Source: an optimization exercise on an open RTL-to-GDS flow (aim: small area, a short achievable clock period and few clock cycles per item). Production flows keep margins and buffers that such runs may drop.
The RTL was checked by simulation tests, not by an equivalence proof against the original design.
Power figures rest on the tool's default switching activity, not on a simulated workload.

==> flow/design.v, too long to show whole: its modules and the start of the top module <==
// module ttn_div: 183 lines
// module triangle_tangent_normal: 338 lines
// module ttn_dmul: 6951 lines
module triangle_tangent_normal (
    input  wire logic            i_clk,
    input  wire logic            i_rst_n,
    input  wire logic            i_valid,
    output logic                 o_stall,
    input  wire ttn_pkg::t_coord i_pos_x,
    input  wire ttn_pkg::t_coord i_pos_y,
    input  wire ttn_pkg::t_coord i_pos_z,
    input  wire ttn_pkg::t_coord i_tex_u,
    input  wire ttn_pkg::t_coord i_tex_v,
    output logic                 o_valid,
    input  wire logic            i_stall,
    output ttn_pkg::t_coord      o_tangent_x,
    output ttn_pkg::t_coord      o_tangent_y,
    output ttn_pkg::t_coord      o_tangent_z,
    output ttn_pkg::t_coord      o_normal_x,
    output ttn_pkg::t_coord      o_normal_y,
    output ttn_pkg::t_coord      o_normal_z,
    output logic                 o_degenerate
);
  // ...
==> flow/run.sh <==
#!/bin/bash
# synth_recipe.tcl (not shown) runs the flow's synth.tcl, then flattens the netlist and writes it again
# the make line also repeats each setting of config.mk as NAME=value (left out here)
make -C /OpenROAD-flow-scripts/flow DESIGN_CONFIG=/design/flow/config.mk WORK_HOME=/design/flow/orfs CLKGATE_MAP_FILE= SYNTH_SCRIPT=/design/flow/synth_recipe.tcl finish
==> flow/config.mk <==
export PLATFORM = sky130hd
export DESIGN_NAME = triangle_tangent_normal
export DESIGN_NICKNAME = triangle_tangent_normal
export VERILOG_FILES = /design/flow/design.v
export SDC_FILE = /design/flow/constraint.sdc
export NUM_CORES = 4
export LEC_CHECK = 0
export CAP_MARGIN = 20
export CORE_MARGIN = 2
export CORE_UTILIZATION = 50
export SETUP_SLACK_MARGIN = 5
export SLEW_MARGIN = 20
==> flow/constraint.sdc <==
create_clock -name core_clock -period 11.0 [get_ports {i_clk}]
set_input_delay 2.2000 -clock core_clock [delete_from_list [all_inputs] [get_ports {i_clk}]]
set_output_delay 2.2000 -clock core_clock [all_outputs]
set_load 0.01 [all_outputs]
==> impl_results.md, run 1 <==
- I/O pin cnt: 359
- Synth Area in Adders: a little under a quarter
- Crit path DAT: about 6.7 ns
- Total number of vias: roughly 140k
- Ant diodes: 18
- Top pwr grp: combinational cells
- Mapped cell area: 193000 µm²
- Reg area: between 60000 and 70000 µm²
- Most common cell after layout, fill and taps aside: edfxtp_1
- Signal buf overhead: approximately 4.3%
- Layout area overhead: 11.7%
- Post-route DRC: 0
- Reg2Reg Depth: 23
- Synthesis Warnings: 22
- Family with the most delay on the worst path: adder cells
- XOR/XNOR Fraction of Synth Area: around 9.8%
- Sw frac: 42.5%
- Routed wire length: ~630 mm
- Most frequent cells in the layout: edfxtp_1 (2020), nand2_1 (1874), fa_1 (1497)
- Crit. End Element: flop
- Layout Nets: ~21000
- Chip height: between 600 and 700 µm
- Setup TNS: 0 ns
- GRT Total Usage: around a third
- Worst vdd ir: about 330 µV
- Initial antenna violation count: 17
- P_comb: between 30000 and 40000 µW
- Tap cells: around 5000
- Multi-input gate area: about 120000 µm²
- Final Cell Area: 216000 µm²
- Sequential-to-total area share from yosys stat: between 30% and 40%
- Routed met3 length: between 60 and 70 mm
- Count of hold-fix buffers inserted at cts: 0
- Hold Path Origin: r_p0[2][20]
- Vias in the first global route: between 100k and 150k
- Status: timing/DRC/antenna clean
- Slew headroom: a little over a fifth
- Pwr dens: between 200 and 300 nW/µm²
- Via density: 6.08
- Met1 usage: about two fifths
- Starting Density: approximately half
- Final Setup Violations: 0
Testbench counts, summed over its fixed seeds: cycles 3,560, items 384.
==> module triangle_tangent_normal, before the edit <==
module triangle_tangent_normal (
    input  wire logic            i_clk,
    input  wire logic            i_rst_n,
    input  wire logic            i_valid,
    output logic                 o_stall,
    input  wire ttn_pkg::t_coord i_pos_x,
    input  wire ttn_pkg::t_coord i_pos_y,
    input  wire ttn_pkg::t_coord i_pos_z,
    input  wire ttn_pkg::t_coord i_tex_u,
    input  wire ttn_pkg::t_coord i_tex_v,
    output logic                 o_valid,
    input  wire logic            i_stall,
    output ttn_pkg::t_coord      o_tangent_x,
    output ttn_pkg::t_coord      o_tangent_y,
    output ttn_pkg::t_coord      o_tangent_z,
    output ttn_pkg::t_coord      o_normal_x,
    output ttn_pkg::t_coord      o_normal_y,
    output ttn_pkg::t_coord      o_normal_z,
    output logic                 o_degenerate
);
    localparam int DW = ttn_pkg::DW;
    localparam int MW = ttn_pkg::MW;
    localparam int GW = ttn_pkg::GW;
    localparam int XW = ttn_pkg::XW;
    localparam int ND = (DW + 1) / 2;
    localparam int F_X = 0;
    localparam int F_Y = 1;
    localparam int F_Z = 2;
    localparam int F_U = 3;
    localparam int F_V = 4;
    logic [1:0]       r_ph;
    ttn_pkg::t_coord  r_p0 [5];
    ttn_pkg::t_coord  r_w0 [5];
    ttn_pkg::t_coord  r_w1 [5];
    ttn_pkg::t_coord  r_w2 [5];
    logic             r_wv;
    logic [2:0]       r_k;
    ttn_pkg::t_coord  w_in [5];
    logic             w_accept;
    logic             w_issue;
    logic             w_last;
    logic             s0_en;
    assign w_in[F_X] = i_pos_x;
    assign w_in[F_Y] = i_pos_y;
    assign w_in[F_Z] = i_pos_z;
    assign w_in[F_U] = i_tex_u;
    assign w_in[F_V] = i_tex_v;
    assign w_issue  = r_wv && s0_en;
    assign w_last   = w_issue && (r_k == 3'd6);
    assign o_stall  = (r_ph == 2'd1) && r_wv && !w_last;
    assign w_accept = i_valid && !o_stall;
    always_ff @(posedge i_clk) begin
        if (!i_rst_n) begin
            r_ph <= 2'd0;
            r_wv <= 1'b0;
            r_k  <= '0;
        end else begin
            if (w_issue) begin
                r_k <= (r_k == 3'd6) ? 3'd0 : r_k + 3'd1;
                if (r_k == 3'd6) r_wv <= 1'b0;
            end
            if (w_accept) begin
                r_ph <= (r_ph == 2'd2) ? 2'd0 : r_ph + 2'd1;
                if (r_ph == 2'd2) begin
                    r_wv <= 1'b1;
                    r_k  <= '0;
                end
            end
        end
    end
    always_ff @(posedge i_clk) begin
        if (w_accept) begin
            if (r_ph == 2'd0) for (int f = 0; f < 5; f++) r_p0[f] <= w_in[f];
            if (r_ph == 2'd1) for (int f = 0; f < 5; f++) r_w1[f] <= w_in[f];
            if (r_ph == 2'd2) for (int f = 0; f < 5; f++) r_w2[f] <= w_in[f];
            if (r_ph == 2'd2) for (int f = 0; f < 5; f++) r_w0[f] <= r_p0[f];
        end
    end
    logic [2:0]       w_sa, w_sb;
    ttn_pkg::t_coord  w_0a, w_1a, w_2a, w_0b, w_1b, w_2b;
    ttn_pkg::t_diff   w_a1, w_b1, w_a2, w_b2;
    always_comb begin
        unique case (r_k)
            3'd0:    begin w_sa = 3'(F_U); w_sb = 3'(F_V); end
            3'd1:    begin w_sa = 3'(F_X); w_sb = 3'(F_V); end
            3'd2:    begin w_sa = 3'(F_Y); w_sb = 3'(F_V); end
            3'd3:    begin w_sa = 3'(F_Z); w_sb = 3'(F_V); end
            3'd4:    begin w_sa = 3'(F_Z); w_sb = 3'(F_Y); end
            3'd5:    begin w_sa = 3'(F_X); w_sb = 3'(F_Z); end
            default: begin w_sa = 3'(F_Y); w_sb = 3'(F_X); end
        endcase
        w_0a = r_w0[F_X];
        w_1a = r_w1[F_X];
        w_2a = r_w2[F_X];
        w_0b = r_w0[F_X];
        w_1b = r_w1[F_X];
        w_2b = r_w2[F_X];
        for (int f = 1; f < 5; f++) begin
            if (w_sa == 3'(f)) begin w_0a = r_w0[f]; w_1a = r_w1[f]; w_2a = r_w2[f]; end
            if (w_sb == 3'(f)) begin w_0b = r_w0[f]; w_1b = r_w1[f]; w_2b = r_w2[f]; end
        end
        w_a1 = ttn_pkg::t_diff'(w_1a) - ttn_pkg::t_diff'(w_0a);
        w_a2 = ttn_pkg::t_diff'(w_2a) - ttn_pkg::t_diff'(w_0a);
        w_b1 = ttn_pkg::t_diff'(w_2b) - ttn_pkg::t_diff'(w_0b);
        w_b2 = ttn_pkg::t_diff'(w_1b) - ttn_pkg::t_diff'(w_0b);
    end
    logic [ND-1:0] w_one1, w_two1, w_neg1, w_one2, w_two2, w_neg2;
    always_comb begin
        logic [DW:0] x1, x2;
        x1 = {w_b1[DW-1], w_b1};
        x2 = {w_b2[DW-1], w_b2};
        for (int i = 0; i < ND; i++) begin
            logic h1, m1, l1, h2, m2, l2;
            h1 = x1[2*i+1];
            m1 = x1[2*i];
            l1 = (i == 0) ? 1'b0 : x1[2*i-1];
            h2 = x2[2*i+1];
            m2 = x2[2*i];
            l2 = (i == 0) ? 1'b0 : x2[2*i-1];
            w_one1[i] = m1 ^ l1;
            w_two1[i] = (h1 && !m1 && !l1) || (!h1 && m1 && l1);
            w_neg1[i] = h1;
            w_one2[i] = m2 ^ l2;
            w_two2[i] = (h2 && !m2 && !l2) || (!h2 && m2 && l2);
            w_neg2[i] = !h2;
        end
    end
    logic                 r_0v, r_1v, r_mv, r_av;
    logic [2:0]           r_0k, r_1k, r_mk, r_ak;
    logic                 s1_en, m_en, a_en, a_fire;
    ttn_pkg::t_diff       r_oa1, r_oa2;
    logic [ND-1:0]        r_one1, r_two1, r_neg1, r_one2, r_two2, r_neg2;
    logic [MW-1:0]        w_ts, w_tc;
    logic [MW-1:0]        r_ts, r_tc;
    logic signed [MW-1:0] r_mr;
    assign s0_en = !r_0v || s1_en;
    assign s1_en = !r_1v || m_en;
    assign m_en  = !r_mv || a_en;
    assign a_en  = !r_av || a_fire;
    always_ff @(posedge i_clk) begin
        if (!i_rst_n) begin
            r_0v <= 1'b0;
            r_1v <= 1'b0;
            r_mv <= 1'b0;
            r_av <= 1'b0;
        end else begin
            if (s0_en) r_0v <= r_wv;
            if (s1_en) r_1v <= r_0v;
            if (m_en)  r_mv <= r_1v;
            if (a_en)  r_av <= r_mv;
        end
    end
    always_ff @(posedge i_clk) begin
        if (w_issue) begin
            r_0k   <= r_k;
            r_oa1  <= w_a1;
            r_oa2  <= w_a2;
            r_one1 <= w_one1;
            r_two1 <= w_two1;
            r_neg1 <= w_neg1;
            r_one2 <= w_one2;
            r_two2 <= w_two2;
            r_neg2 <= w_neg2;
        end
        if (s1_en && r_0v) begin
            r_1k <= r_0k;
            r_ts <= w_ts;
            r_tc <= w_tc;
        end
        if (m_en && r_1v) begin
            r_mk <= r_1k;
            r_mr <= r_ts + r_tc;
        end
    end
    ttn_dmul u_dmul (
        .i_a1   (r_oa1),
        .i_one1 (r_one1),
        .i_two1 (r_two1),
        .i_neg1 (r_neg1),
        .i_a2   (r_oa2),
        .i_one2 (r_one2),
        .i_two2 (r_two2),
        .i_neg2 (r_neg2),
        .o_s    (w_ts),
        .o_c    (w_tc)
    );
    logic [GW-1:0] r_amag;
    logic          r_aneg;
    logic          r_azero;
    logic [6:0]    r_alz;
    logic [GW-1:0] w_mag;
    logic [6:0]    w_lz;
    logic [127:0]  w_lzv;
    assign w_mag = r_mr[MW-1] ? GW'(-r_mr) : GW'(r_mr);
    always_comb begin
        w_lzv = {w_mag, {(128-GW){1'b0}}};
        w_lz[6] = (w_lzv[127:64] == '0);  if (w_lz[6]) w_lzv = w_lzv << 64;
        w_lz[5] = (w_lzv[127:96] == '0);  if (w_lz[5]) w_lzv = w_lzv << 32;
        w_lz[4] = (w_lzv[127:112] == '0); if (w_lz[4]) w_lzv = w_lzv << 16;
        w_lz[3] = (w_lzv[127:120] == '0); if (w_lz[3]) w_lzv = w_lzv << 8;
        w_lz[2] = (w_lzv[127:124] == '0); if (w_lz[2]) w_lzv = w_lzv << 4;
        w_lz[1] = (w_lzv[127:126] == '0); if (w_lz[1]) w_lzv = w_lzv << 2;
        w_lz[0] = !w_lzv[127];
    end
    always_ff @(posedge i_clk) begin
        if (a_en && r_mv) begin
            r_ak    <= r_mk;
            r_amag  <= w_mag;
            r_aneg  <= r_mr[MW-1];
            r_azero <= (r_mr == '0);
            r_alz   <= w_lz;
        end
    end
    logic [GW-1:0] r_dn;
    logic [6:0]    r_s;
    logic          r_dneg;
    logic          r_degen;
    logic [6:0]    w_sh;
    logic [XW-1:0] w_x;
    logic          w_ovf;
    assign w_sh  = (r_ak == 3'd0) ? r_alz : r_s;
    assign w_x   = XW'({15'd0, r_amag} << w_sh);
    assign w_ovf = ({1'b0, r_s} > {1'b0, r_alz} + 8'd15) || (w_x[XW-1:15] >= r_dn);
    logic [2:0]      w_dload;
    logic [2:0]      w_dready;
    logic [2:0]      w_ddone;
    logic [2:0]      w_ddeg;
    logic [2:0]      w_take;
    ttn_pkg::t_coord w_dval [3];
    logic [2:0]       r_nhv;
    ttn_pkg::t_coord  r_nh [3];
    ttn_pkg::t_coord  w_nval;
    logic             w_nsat;
    assign w_nsat = |r_amag[GW-1:47];
    always_comb begin
        if (w_nsat) begin
            w_nval = r_aneg ? ttn_pkg::COORD_MIN : ttn_pkg::COORD_MAX;
        end else if (r_aneg) begin
            w_nval = -ttn_pkg::t_coord'({1'b0, r_amag[46:16]});
        end else begin
            w_nval = ttn_pkg::t_coord'({1'b0, r_amag[46:16]});
        end
    end
    logic w_tready;
    always_comb begin
        unique case (r_ak)
            3'd0:    w_tready = 1'b1;
            3'd1:    w_tready = w_dready[0];
            3'd2:    w_tready = w_dready[1];
            3'd3:    w_tready = w_dready[2];
            3'd4:    w_tready = !r_nhv[0];
            3'd5:    w_tready = !r_nhv[1];
            default: w_tready = !r_nhv[2];
        endcase
    end
    assign a_fire = r_av && w_tready;
    always_comb begin
        for (int c = 0; c < 3; c++) w_dload[c] = a_fire && (r_ak == 3'(c + 1));
    end
    always_ff @(posedge i_clk) begin
        if (a_fire && r_ak == 3'd0) begin
            r_dn    <= w_x[GW-1:0];
            r_s     <= r_alz;
            r_dneg  <= r_aneg;
            r_degen <= r_azero;
        end
    end
    for (genvar c = 0; c < 3; c++) begin : g_div
        ttn_div u_div (
            .i_clk   (i_clk),
            .i_rst_n (i_rst_n),
            .i_load  (w_dload[c]),
            .i_v1    (w_x[XW-1:14]),
            .i_inj   (w_x[13:0]),
            .i_dn    (r_dn),
            .i_tneg  (r_aneg ^ r_dneg),
            .i_ovf   (w_ovf),
            .i_degen (r_degen),
            .i_take  (w_take[c]),
            .o_ready (w_dready[c]),
            .o_done  (w_ddone[c]),
            .o_degen (w_ddeg[c]),
            .o_val   (w_dval[c])
        );
    end
    logic [2:0]      r_ft;
    logic [2:0]      r_fn;
    logic            r_ovalid;
    ttn_pkg::t_coord r_otan [3];
    ttn_pkg::t_coord r_onrm [3];
    logic            r_odeg;
    logic            w_xfer;
    logic [2:0]      w_nmove;
    logic [2:0]      w_nwr;
    logic [2:0]      w_ft, w_fn;
    assign w_xfer = r_ovalid && !i_stall;
    always_comb begin
        for (int c = 0; c < 3; c++) begin
            w_take[c]  = w_ddone[c] && !r_ft[c];
            w_nmove[c] = r_nhv[c] && !r_fn[c];
            w_nwr[c]   = a_fire && (r_ak == 3'(c + 4));
            w_ft[c]    = (r_ft[c] && !w_xfer) || w_take[c];
            w_fn[c]    = (r_fn[c] && !w_xfer) || w_nmove[c];
        end
    end
    always_ff @(posedge i_clk) begin
        if (!i_rst_n) begin
            r_ft     <= '0;
            r_fn     <= '0;
            r_nhv    <= '0;
            r_ovalid <= 1'b0;
        end else begin
            r_ft     <= w_ft;
            r_fn     <= w_fn;
            r_ovalid <= (&w_ft) && (&w_fn);
            for (int c = 0; c < 3; c++) begin
                if (w_nwr[c]) r_nhv[c] <= 1'b1;
                else if (w_nmove[c]) r_nhv[c] <= 1'b0;
            end
        end
    end
    always_ff @(posedge i_clk) begin
        for (int c = 0; c < 3; c++) begin
            if (w_nwr[c])   r_nh[c]   <= w_nval;
            if (w_nmove[c]) r_onrm[c] <= r_nh[c];
            if (w_take[c])  r_otan[c] <= w_dval[c];
        end
        if (w_take[0]) r_odeg <= w_ddeg[0];
    end
    assign o_valid      = r_ovalid;
    assign o_tangent_x  = r_otan[F_X];
    assign o_tangent_y  = r_otan[F_Y];
    assign o_tangent_z  = r_otan[F_Z];
    assign o_normal_x   = r_onrm[F_X];
    assign o_normal_y   = r_onrm[F_Y];
    assign o_normal_z   = r_onrm[F_Z];
    assign o_degenerate = r_odeg;
endmodule
==> run 2, diff against run 1 <==
--- a/flow/design.v
+++ b/flow/design.v
@@ -230,80 +230,87 @@
     localparam int F_U = 3;
     localparam int F_V = 4;
     logic [1:0]       r_ph;
+    logic             r_sfull;
     ttn_pkg::t_coord  r_p0 [5];
-    ttn_pkg::t_coord  r_w0 [5];
-    ttn_pkg::t_coord  r_w1 [5];
-    ttn_pkg::t_coord  r_w2 [5];
+    ttn_pkg::t_diff   r_d1 [5];
+    ttn_pkg::t_diff   r_d2 [5];
+    ttn_pkg::t_diff   r_e1 [5];
+    ttn_pkg::t_diff   r_e2 [5];
+    ttn_pkg::t_diff   w_d  [5];
     logic             r_wv;
     logic [2:0]       r_k;
     ttn_pkg::t_coord  w_in [5];
     logic             w_accept;
     logic             w_issue;
     logic             w_last;
+    logic             w_wload;
     logic             s0_en;
     assign w_in[F_X] = i_pos_x;
     assign w_in[F_Y] = i_pos_y;
     assign w_in[F_Z] = i_pos_z;
     assign w_in[F_U] = i_tex_u;
     assign w_in[F_V] = i_tex_v;
+    always_comb begin
+        for (int f = 0; f < 5; f++) w_d[f] = ttn_pkg::t_diff'(w_in[f]) - ttn_pkg::t_diff'(r_p0[f]);
+    end
     assign w_issue  = r_wv && s0_en;
     assign w_last   = w_issue && (r_k == 3'd6);
-    assign o_stall  = (r_ph == 2'd1) && r_wv && !w_last;
-    assign w_accept = i_valid && !o_stall;
+    assign w_wload  = r_sfull && (!r_wv || w_last);
+    assign o_stall  = r_sfull;
+    assign w_accept = i_valid && !r_sfull;
     always_ff @(posedge i_clk) begin
         if (!i_rst_n) begin
-            r_ph <= 2'd0;
-            r_wv <= 1'b0;
-            r_k  <= '0;
+            r_ph    <= 2'd0;
+            r_sfull <= 1'b0;
+            r_wv    <= 1'b0;
+            r_k     <= '0;
         end else begin
             if (w_issue) begin
                 r_k <= (r_k == 3'd6) ? 3'd0 : r_k + 3'd1;
                 if (r_k == 3'd6) r_wv <= 1'b0;
             end
+            if (w_wload) begin
+                r_sfull <= 1'b0;
+                r_wv    <= 1'b1;
+                r_k     <= '0;
+            end
             if (w_accept) begin
                 r_ph <= (r_ph == 2'd2) ? 2'd0 : r_ph + 2'd1;
-                if (r_ph == 2'd2) begin
-                    r_wv <= 1'b1;
-                    r_k  <= '0;
-                end
+                if (r_ph == 2'd2) r_sfull <= 1'b1;
             end
         end
     end
     always_ff @(posedge i_clk) begin
         if (w_accept) begin
             if (r_ph == 2'd0) for (int f = 0; f < 5; f++) r_p0[f] <= w_in[f];
-            if (r_ph == 2'd1) for (int f = 0; f < 5; f++) r_w1[f] <= w_in[f];
-            if (r_ph == 2'd2) for (int f = 0; f < 5; f++) r_w2[f] <= w_in[f];
-            if (r_ph == 2'd2) for (int f = 0; f < 5; f++) r_w0[f] <= r_p0[f];
+            if (r_ph == 2'd1) for (int f = 0; f < 5; f++) r_d1[f] <= w_d[f];
+            if (r_ph == 2'd2) for (int f = 0; f < 5; f++) r_d2[f] <= w_d[f];
+        end
+        if (w_wload) begin
+            for (int f = 0; f < 5; f++) r_e1[f] <= r_d1[f];
+            for (int f = 0; f < 5; f++) r_e2[f] <= r_d2[f];
         end
     end
     logic [2:0]       w_sa, w_sb;
-    ttn_pkg::t_coord  w_0a, w_1a, w_2a, w_0b, w_1b, w_2b;
     ttn_pkg::t_diff   w_a1, w_b1, w_a2, w_b2;
     always_comb begin
         unique case (r_k)
             3'd0:    begin w_sa = 3'(F_U); w_sb = 3'(F_V); end
             3'd1:    begin w_sa = 3'(F_X); w_sb = 3'(F_V); end
-            3'd2:    begin w_sa = 3'(F_Y); w_sb = 3'(F_V); end
-            3'd3:    begin w_sa = 3'(F_Z); w_sb = 3'(F_V); end
-            3'd4:    begin w_sa = 3'(F_Z); w_sb = 3'(F_Y); end
-            3'd5:    begin w_sa = 3'(F_X); w_sb = 3'(F_Z); end
+            3'd2:    begin w_sa = 3'(F_Z); w_sb = 3'(F_Y); end
+            3'd3:    begin w_sa = 3'(F_Y); w_sb = 3'(F_V); end
+            3'd4:    begin w_sa = 3'(F_X); w_sb = 3'(F_Z); end
+            3'd5:    begin w_sa = 3'(F_Z); w_sb = 3'(F_V); end
             default: begin w_sa = 3'(F_Y); w_sb = 3'(F_X); end
         endcase
-        w_0a = r_w0[F_X];
-        w_1a = r_w1[F_X];
-        w_2a = r_w2[F_X];
-        w_0b = r_w0[F_X];
-        w_1b = r_w1[F_X];
-        w_2b = r_w2[F_X];
+        w_a1 = r_e1[F_X];
+        w_a2 = r_e2[F_X];
+        w_b1 = r_e2[F_X];
+        w_b2 = r_e1[F_X];
         for (int f = 1; f < 5; f++) begin
-            if (w_sa == 3'(f)) begin w_0a = r_w0[f]; w_1a = r_w1[f]; w_2a = r_w2[f]; end
-            if (w_sb == 3'(f)) begin w_0b = r_w0[f]; w_1b = r_w1[f]; w_2b = r_w2[f]; end
+            if (w_sa == 3'(f)) begin w_a1 = r_e1[f]; w_a2 = r_e2[f]; end
+            if (w_sb == 3'(f)) begin w_b1 = r_e2[f]; w_b2 = r_e1[f]; end
         end
-        w_a1 = ttn_pkg::t_diff'(w_1a) - ttn_pkg::t_diff'(w_0a);
-        w_a2 = ttn_pkg::t_diff'(w_2a) - ttn_pkg::t_diff'(w_0a);
-        w_b1 = ttn_pkg::t_diff'(w_2b) - ttn_pkg::t_diff'(w_0b);
-        w_b2 = ttn_pkg::t_diff'(w_1b) - ttn_pkg::t_diff'(w_0b);
     end
     logic [ND-1:0] w_one1, w_two1, w_neg1, w_one2, w_two2, w_neg2;
     always_comb begin
@@ -422,14 +429,18 @@
     assign w_sh  = (r_ak == 3'd0) ? r_alz : r_s;
     assign w_x   = XW'({15'd0, r_amag} << w_sh);
     assign w_ovf = ({1'b0, r_s} > {1'b0, r_alz} + 8'd15) || (w_x[XW-1:15] >= r_dn);
-    logic [2:0]      w_dload;
-    logic [2:0]      w_dready;
-    logic [2:0]      w_ddone;
-    logic [2:0]      w_ddeg;
-    logic [2:0]      w_take;
-    ttn_pkg::t_coord w_dval [3];
+    localparam int ND_ = 4;
+    logic [ND_-1:0]  w_dload;
+    logic [ND_-1:0]  w_dready;
+    logic [ND_-1:0]  w_ddone;
+    logic [ND_-1:0]  w_ddeg;
+    logic [ND_-1:0]  w_take;
+    ttn_pkg::t_coord w_dval [ND_];
     logic [2:0]       r_nhv;
     ttn_pkg::t_coord  r_nh [3];
+    logic [2:0]       r_nh2v;
+    ttn_pkg::t_coord  r_nh2 [3];
+    logic [2:0]       w_nadv;
     ttn_pkg::t_coord  w_nval;
     logic             w_nsat;
     assign w_nsat = |r_amag[GW-1:47];
@@ -442,21 +453,21 @@
             w_nval = ttn_pkg::t_coord'({1'b0, r_amag[46:16]});
         end
     end
+    logic       w_anum, w_anrm;
+    logic [1:0] w_anc;
+    logic [1:0] r_lp;
+    assign w_anum = r_ak[0];
+    assign w_anrm = !r_ak[0] && (r_ak != 3'd0);
+    assign w_anc  = r_ak[2:1] - {1'b0, w_anrm};
     logic w_tready;
     always_comb begin
-        unique case (r_ak)
-            3'd0:    w_tready = 1'b1;
-            3'd1:    w_tready = w_dready[0];
-            3'd2:    w_tready = w_dready[1];
-            3'd3:    w_tready = w_dready[2];
-            3'd4:    w_tready = !r_nhv[0];
-            3'd5:    w_tready = !r_nhv[1];
-            default: w_tready = !r_nhv[2];
-        endcase
+        if (w_anum) w_tready = w_dready[r_lp];
+        else if (w_anrm) w_tready = !r_nhv[w_anc];
+        else w_tready = 1'b1;
     end
     assign a_fire = r_av && w_tready;
     always_comb begin
-        for (int c = 0; c < 3; c++) w_dload[c] = a_fire && (r_ak == 3'(c + 1));
+        for (int j = 0; j < ND_; j++) w_dload[j] = a_fire && w_anum && (r_lp == 2'(j));
     end
     always_ff @(posedge i_clk) begin
         if (a_fire && r_ak == 3'd0) begin
@@ -466,22 +477,22 @@
             r_degen <= r_azero;
         end
     end
-    for (genvar c = 0; c < 3; c++) begin : g_div
+    for (genvar j = 0; j < ND_; j++) begin : g_div
         ttn_div u_div (
             .i_clk   (i_clk),
             .i_rst_n (i_rst_n),
-            .i_load  (w_dload[c]),
+            .i_load  (w_dload[j]),
             .i_v1    (w_x[XW-1:14]),
             .i_inj   (w_x[13:0]),
             .i_dn    (r_dn),
             .i_tneg  (r_aneg ^ r_dneg),
             .i_ovf   (w_ovf),
             .i_degen (r_degen),
-            .i_take  (w_take[c]),
-            .o_ready (w_dready[c]),
-            .o_done  (w_ddone[c]),
-            .o_degen (w_ddeg[c]),
-            .o_val   (w_dval[c])
+            .i_take  (w_take[j]),
+            .o_ready (w_dready[j]),
+            .o_done  (w_ddone[j]),
+            .o_degen (w_ddeg[j]),
+            .o_val   (w_dval[j])
         );
     end
     logic [2:0]      r_ft;
@@ -490,17 +501,22 @@
     ttn_pkg::t_coord r_otan [3];
     ttn_pkg::t_coord r_onrm [3];
     logic            r_odeg;
+    logic [1:0]      r_op;
+    logic [1:0]      r_oc;
     logic            w_xfer;
+    logic            w_tk;
     logic [2:0]      w_nmove;
     logic [2:0]      w_nwr;
     logic [2:0]      w_ft, w_fn;
     assign w_xfer = r_ovalid && !i_stall;
+    assign w_tk   = w_ddone[r_op] && !r_ft[r_oc];
     always_comb begin
+        for (int j = 0; j < ND_; j++) w_take[j] = w_tk && (r_op == 2'(j));
         for (int c = 0; c < 3; c++) begin
-            w_take[c]  = w_ddone[c] && !r_ft[c];
-            w_nmove[c] = r_nhv[c] && !r_fn[c];
-            w_nwr[c]   = a_fire && (r_ak == 3'(c + 4));
-            w_ft[c]    = (r_ft[c] && !w_xfer) || w_take[c];
+            w_nmove[c] = r_nh2v[c] && !r_fn[c];
+            w_nadv[c]  = r_nhv[c] && (!r_nh2v[c] || w_nmove[c]);
+            w_nwr[c]   = a_fire && w_anrm && (w_anc == 2'(c));
+            w_ft[c]    = (r_ft[c] && !w_xfer) || (w_tk && (r_oc == 2'(c)));
             w_fn[c]    = (r_fn[c] && !w_xfer) || w_nmove[c];
         end
     end
@@ -509,24 +525,36 @@
             r_ft     <= '0;
             r_fn     <= '0;
             r_nhv    <= '0;
+            r_nh2v   <= '0;
             r_ovalid <= 1'b0;
+            r_lp     <= '0;
+            r_op     <= '0;
+            r_oc     <= '0;
         end else begin
             r_ft     <= w_ft;
             r_fn     <= w_fn;
             r_ovalid <= (&w_ft) && (&w_fn);
             for (int c = 0; c < 3; c++) begin
                 if (w_nwr[c]) r_nhv[c] <= 1'b1;
-                else if (w_nmove[c]) r_nhv[c] <= 1'b0;
+                else if (w_nadv[c]) r_nhv[c] <= 1'b0;
+                if (w_nadv[c]) r_nh2v[c] <= 1'b1;
+                else if (w_nmove[c]) r_nh2v[c] <= 1'b0;
+            end
+            if (a_fire && w_anum) r_lp <= r_lp + 2'd1;
+            if (w_tk) begin
+                r_op <= r_op + 2'd1;
+                r_oc <= (r_oc == 2'd2) ? 2'd0 : r_oc + 2'd1;
             end
         end
     end
     always_ff @(posedge i_clk) begin
         for (int c = 0; c < 3; c++) begin
             if (w_nwr[c])   r_nh[c]   <= w_nval;
-            if (w_nmove[c]) r_onrm[c] <= r_nh[c];
-            if (w_take[c])  r_otan[c] <= w_dval[c];
+            if (w_nadv[c])  r_nh2[c]  <= r_nh[c];
+            if (w_nmove[c]) r_onrm[c] <= r_nh2[c];
+            if (w_tk && r_oc == 2'(c)) r_otan[c] <= w_dval[r_op];
         end
-        if (w_take[0]) r_odeg <= w_ddeg[0];
+        if (w_tk && r_oc == 2'd0) r_odeg <= w_ddeg[r_op];
     end
     assign o_valid      = r_ovalid;
     assign o_tangent_x  = r_otan[F_X];
--- a/flow/config.mk
+++ b/flow/config.mk
@@ -7,6 +7,6 @@
 export LEC_CHECK = 0
 export CAP_MARGIN = 20
 export CORE_MARGIN = 2
-export CORE_UTILIZATION = 50
+export CORE_UTILIZATION = 40
 export SETUP_SLACK_MARGIN = 5
 export SLEW_MARGIN = 20
==> run 2 against run 1 <==
Sequential share of layout area grew 1.1 points. Non-clock buffer count rose by 139. Synthesized area up 18%. Power rose by 31%. Still clean. Sequential cell count increased by 612. Register-to-register slack got worse by 0.04 ns. First-iteration DRC count is 26% higher. Synthesized cell count grew 15%. Critical endpoint is now r_ts[27]. Critical path depth fell by 12. Clock power increased by 23%. Clock skew rose by 0.084 ns.
==> impl_results.md, run 2 <==
- Bufs and invs on worst path: 3
- RSZ-0062 raised after global routing: yes
- Total of max-cap violations: 0
- Initial antenna violation count: 39 (+22)
- I/O pin cnt: 359 (unchanged)
- Worst slew pin tran: approximately 1.3 ns
- Worst path cell trace: buf_4 -> buf_4 -> xor2_1 -> fa_1 -> fa_1 -> fa_1 -> fa_1 -> fa_1 -> fa_1 -> inv_1 -> fa_1
- Seq cells post-synth: 3066
- Critical path fanouts, max: 19
- Reg clk slew, reported paths: around 0.06 ns
- Hold Fails Final Rpt: 0
- CTS Buf Count: around 340
- Status: timing/DRC/antenna clean
- Deepest clock path buffer count: 4
- Clk sinks: around 3100
- Slew headroom: 13.3% (-8.5 points)
- Rows: 277
- Cell with the largest stage delay on the worst path: fa_1
- Place WS: 2.53 ns
- Layout fillers: roughly 52000
- Family with the most delay on the worst path: adder cells
- Post-route DRC: 0 (unchanged)
- Final GP Congestion: ~0.96
- Worst setup SP type: flop
- WS Path Type: flop to flop
- Syn Inst Count: roughly 21000
- Final Setup Violations: 0 (unchanged)
- Layout Nets: 24647 (+16%)
- Hold Path Depth: 0
- Routed wire length: 769 mm (+22%)
- Hold slack: 0.394 ns
- Cell accounting for the most synthesized area: edfxtp_1
- GRT Total Usage: 25.5% (-5.9 points)
- Most common cell after layout, fill and taps aside: edfxtp_1
- Final Skew: approximately 0.15 ns
- Via density: 5.83 (-4.1%)
- Synth top area share: about a third
- Number of port buffers: roughly 360
- Max FFs per register: approximately 270
- Pwr dens: 279 nW/µm² (+9.2%)
- Post-layout min period: between 6 and 7 ns
- Setup TNS: 0 ns (unchanged)
- FF-to-FF setup slack: approximately 5.0 ns
- Most used cell along the critical path: fa_1
- Hold EP: r_nh2[2][19]
- Chip height: 760 µm (+21%)
- Critical path's largest stage delay: approximately 0.75 ns
- Die width: approximately 760 µm
- Synthesized Nets: 24478
- Sequential-to-total area share from yosys stat: 37.7% (+1.8 points)
- Most frequent cells in the layout: edfxtp_1 (2484), inv_1 (1791), fa_1 (1644)
- Total number of vias: 170180 (+18%)
- Syn Area/Cell: about 11 µm²
- Antenna viol nets, final: 0
- Mapped cell area: 229000 µm² (+18%)
- Crit. End Element: flop
- Setup slack after layout: 4.99 ns
- Achievable Freq: around 170 MHz
- Share of layout cells above drive strength 1: 8.68%
- Die ar.: slightly below 600000 µm²
- Crit path DAT: 6.69 ns (about the same)
- Top-count cell post-synth: edfxtp_1
- CTS root buffer: clkbuf_16
- H-tree depth: 5
- List of most frequent post-synthesis cells: edfxtp_1 (2484), inv_1 (1803), fa_1 (1686)
- Hold crit path type: flop to flop
- Starting DRT DRC Count: about 19000
- Layout area overhead: 13.4%
- TritonRoute pass-1 iters: 7
- Core area: between 500000 and 600000 µm²
- Asr flop ratio synth: 0%
- TritonCTS clock tree: done
- R2R Path Start: r_neg2[6]
- Top post-synthesis cells by area: edfxtp_1 (33%), fa_1 (15%), ha_1 (8.0%)
- Worst path required time: around 12 ns
- Starting Density: 40.2% (-10 points)
- R2R Path End: r_ts[27]
- Routed len/inst: 26.3 µm
- GRT Residual Overflow: 0
- Distinct cells, synth: 94
- Largest regs: g_div.u_div.r_vs (272), g_div.u_div.r_vc (264), g_div.u_div.r_dn (260)
- Reg2Reg Depth: 11 (-52%)
- Clock latency on the worst-skew pair: between 1 and 1.5 ns
- First-pass GRT wire length: roughly 1100 mm
- Lkg Pwr: 0.104 µW
- Largest net degree at the start of global routing: 173
- Hold Path Origin: r_nh[2][19]
- Period utilization: 54.6%
- Synthesis Warnings: 28 (+27%)
- Worst vdd ir: 342 µV (+3.0%)
- DP Wirelength: between 500 and 600 mm
- Dominant synthesized flop cell: edfxtp_1
- Slew Limit Fails: 0
- Post-synth EDFFs: around 2500
- Count of hold-fix buffers inserted at cts: 0 (unchanged)
- Reg with most FFs: g_div.u_div.r_vs
- Vias in the first global route: 168009 (+17%)
[run 2: worst max path at each step]
stage | from | end | slack [ns] | cells past startpoint
2_1_floorplan | r_ak[2] | r_k[1] | 2.94 | 16
3_3_place_gp | i_pos_y[1] | r_d1[1][31] | 2.29 | 18
3_5_place_dp | i_pos_y[1] | r_d2[1][31] | 2.53 | 18
4_1_cts | g_div[3].u_div.r_q[2] | g_div[3].u_div.r_vs[20] | 4.99 | 24
5_1_grt | g_div[2].u_div.r_q[0] | g_div[2].u_div.r_vs[55] | 4.82 | 25
6_report | r_neg2[6] | r_ts[27] | 4.99 | 11
[run 2: power breakdown]
part | leakage [µW] | internal, µW | switching [µW] | total (µW)
logic | 0.0711 | 18500 | 26100 | 44600
registers | 0.0272 | 15200 | 658 | 15900
clock network | 0.00559 | 6870 | 5070 | 11900
total | 0.104 | 40500 | 31800 | 72400
[run 2: routing by layer]
layer / global-route usage [%] / wire, µm
met1: 34.1 / 309000
met4: 11.3 / 44300
met5: 0.157 / 199
met3: 7.05 / 87700
met2: 38.6 / 328000
[run 2: layout make-up]
cell class / instances / area, µm² / share of cell area [%]
Timing Repair Buffer: 1057 / 10500 / 4.05
Sequential cell: 3066 / 86300 / 33.3
Clock inverter: 189 / 2390 / 0.921
Antenna cell: 33 / 82.6 / 0.0319
Clock buffer: 441 / 9230 / 3.56
Multi-Input combinational cell: 15065 / 134000 / 51.9
Inverter: 1807 / 6860 / 2.64
Tap cell: 7533 / 9430 / 3.64
[run 2: repair_timing]
item	in CTS	in global routing
buffers inserted	119	128
cloned	40	28
pin swaps	60	185
gates resized for setup	293	444
setup endpoints to repair	1007	789
[run 2: cell families after synthesis]
kind of cell / synth area share (%)
AOI/OAI and AO/OA: 13.0
xor gates and xnor gates: 9.37
adders and majority gates: 22.7
buffers and inverters: 5.07
DFF: 37.7
muxes: 4.07
and+or+nand+nor: 8.07
[run 2: per-stage QoR]
step	util, %	cells	cell area (µm²)	total power (µW)
final	45.5	29191	259000	72400
after global routing	45.5	29161	259000	77600
after CTS	44.9	28998	255000	68700
after detailed placement	42.3	28209	241000	53400
after global placement	42.3	28209	241000	52500
after floorplan	-	21171	229000	42600
Testbench counts of run 2, summed over its fixed seeds: cycles 2,832, items 384.

==> what the ideal ports hide <==
In the flow no input, the clock included, has a driving cell. The finished layouts below were timed again as built, in two steps. Step 1: set_driving_cell puts a clkbuf_16 on i_clk and a buf_2 on each other input, an assumption about the parent block. Step 2 also shifts input and output timing later by t, the mid clock arrival at the registers, as if the neighbouring blocks saw the same clock. a / b / c = ideal / step 1 / step 2; a / b = the first two.
| run | t (ns) | slack for setup (ns) | hold slack, ns | worst data-port slew with drivers (ns) |
|---|---|---|---|---|
| run 1 | 1.082 | 5.029 / 5.029 / 5.029 | 0.411 / 0.411 / 0.411 | 0.38 |
| run 2 | 1.120 | 4.993 / 4.993 / 4.110 | 0.394 / 0.394 / 0.394 | 0.07 |
After both steps setup and hold are still met in every run listed. For run 2, which loses most, drivers alone change the setup slack by 0.000 ns; drivers and shift together by -0.883 ns.
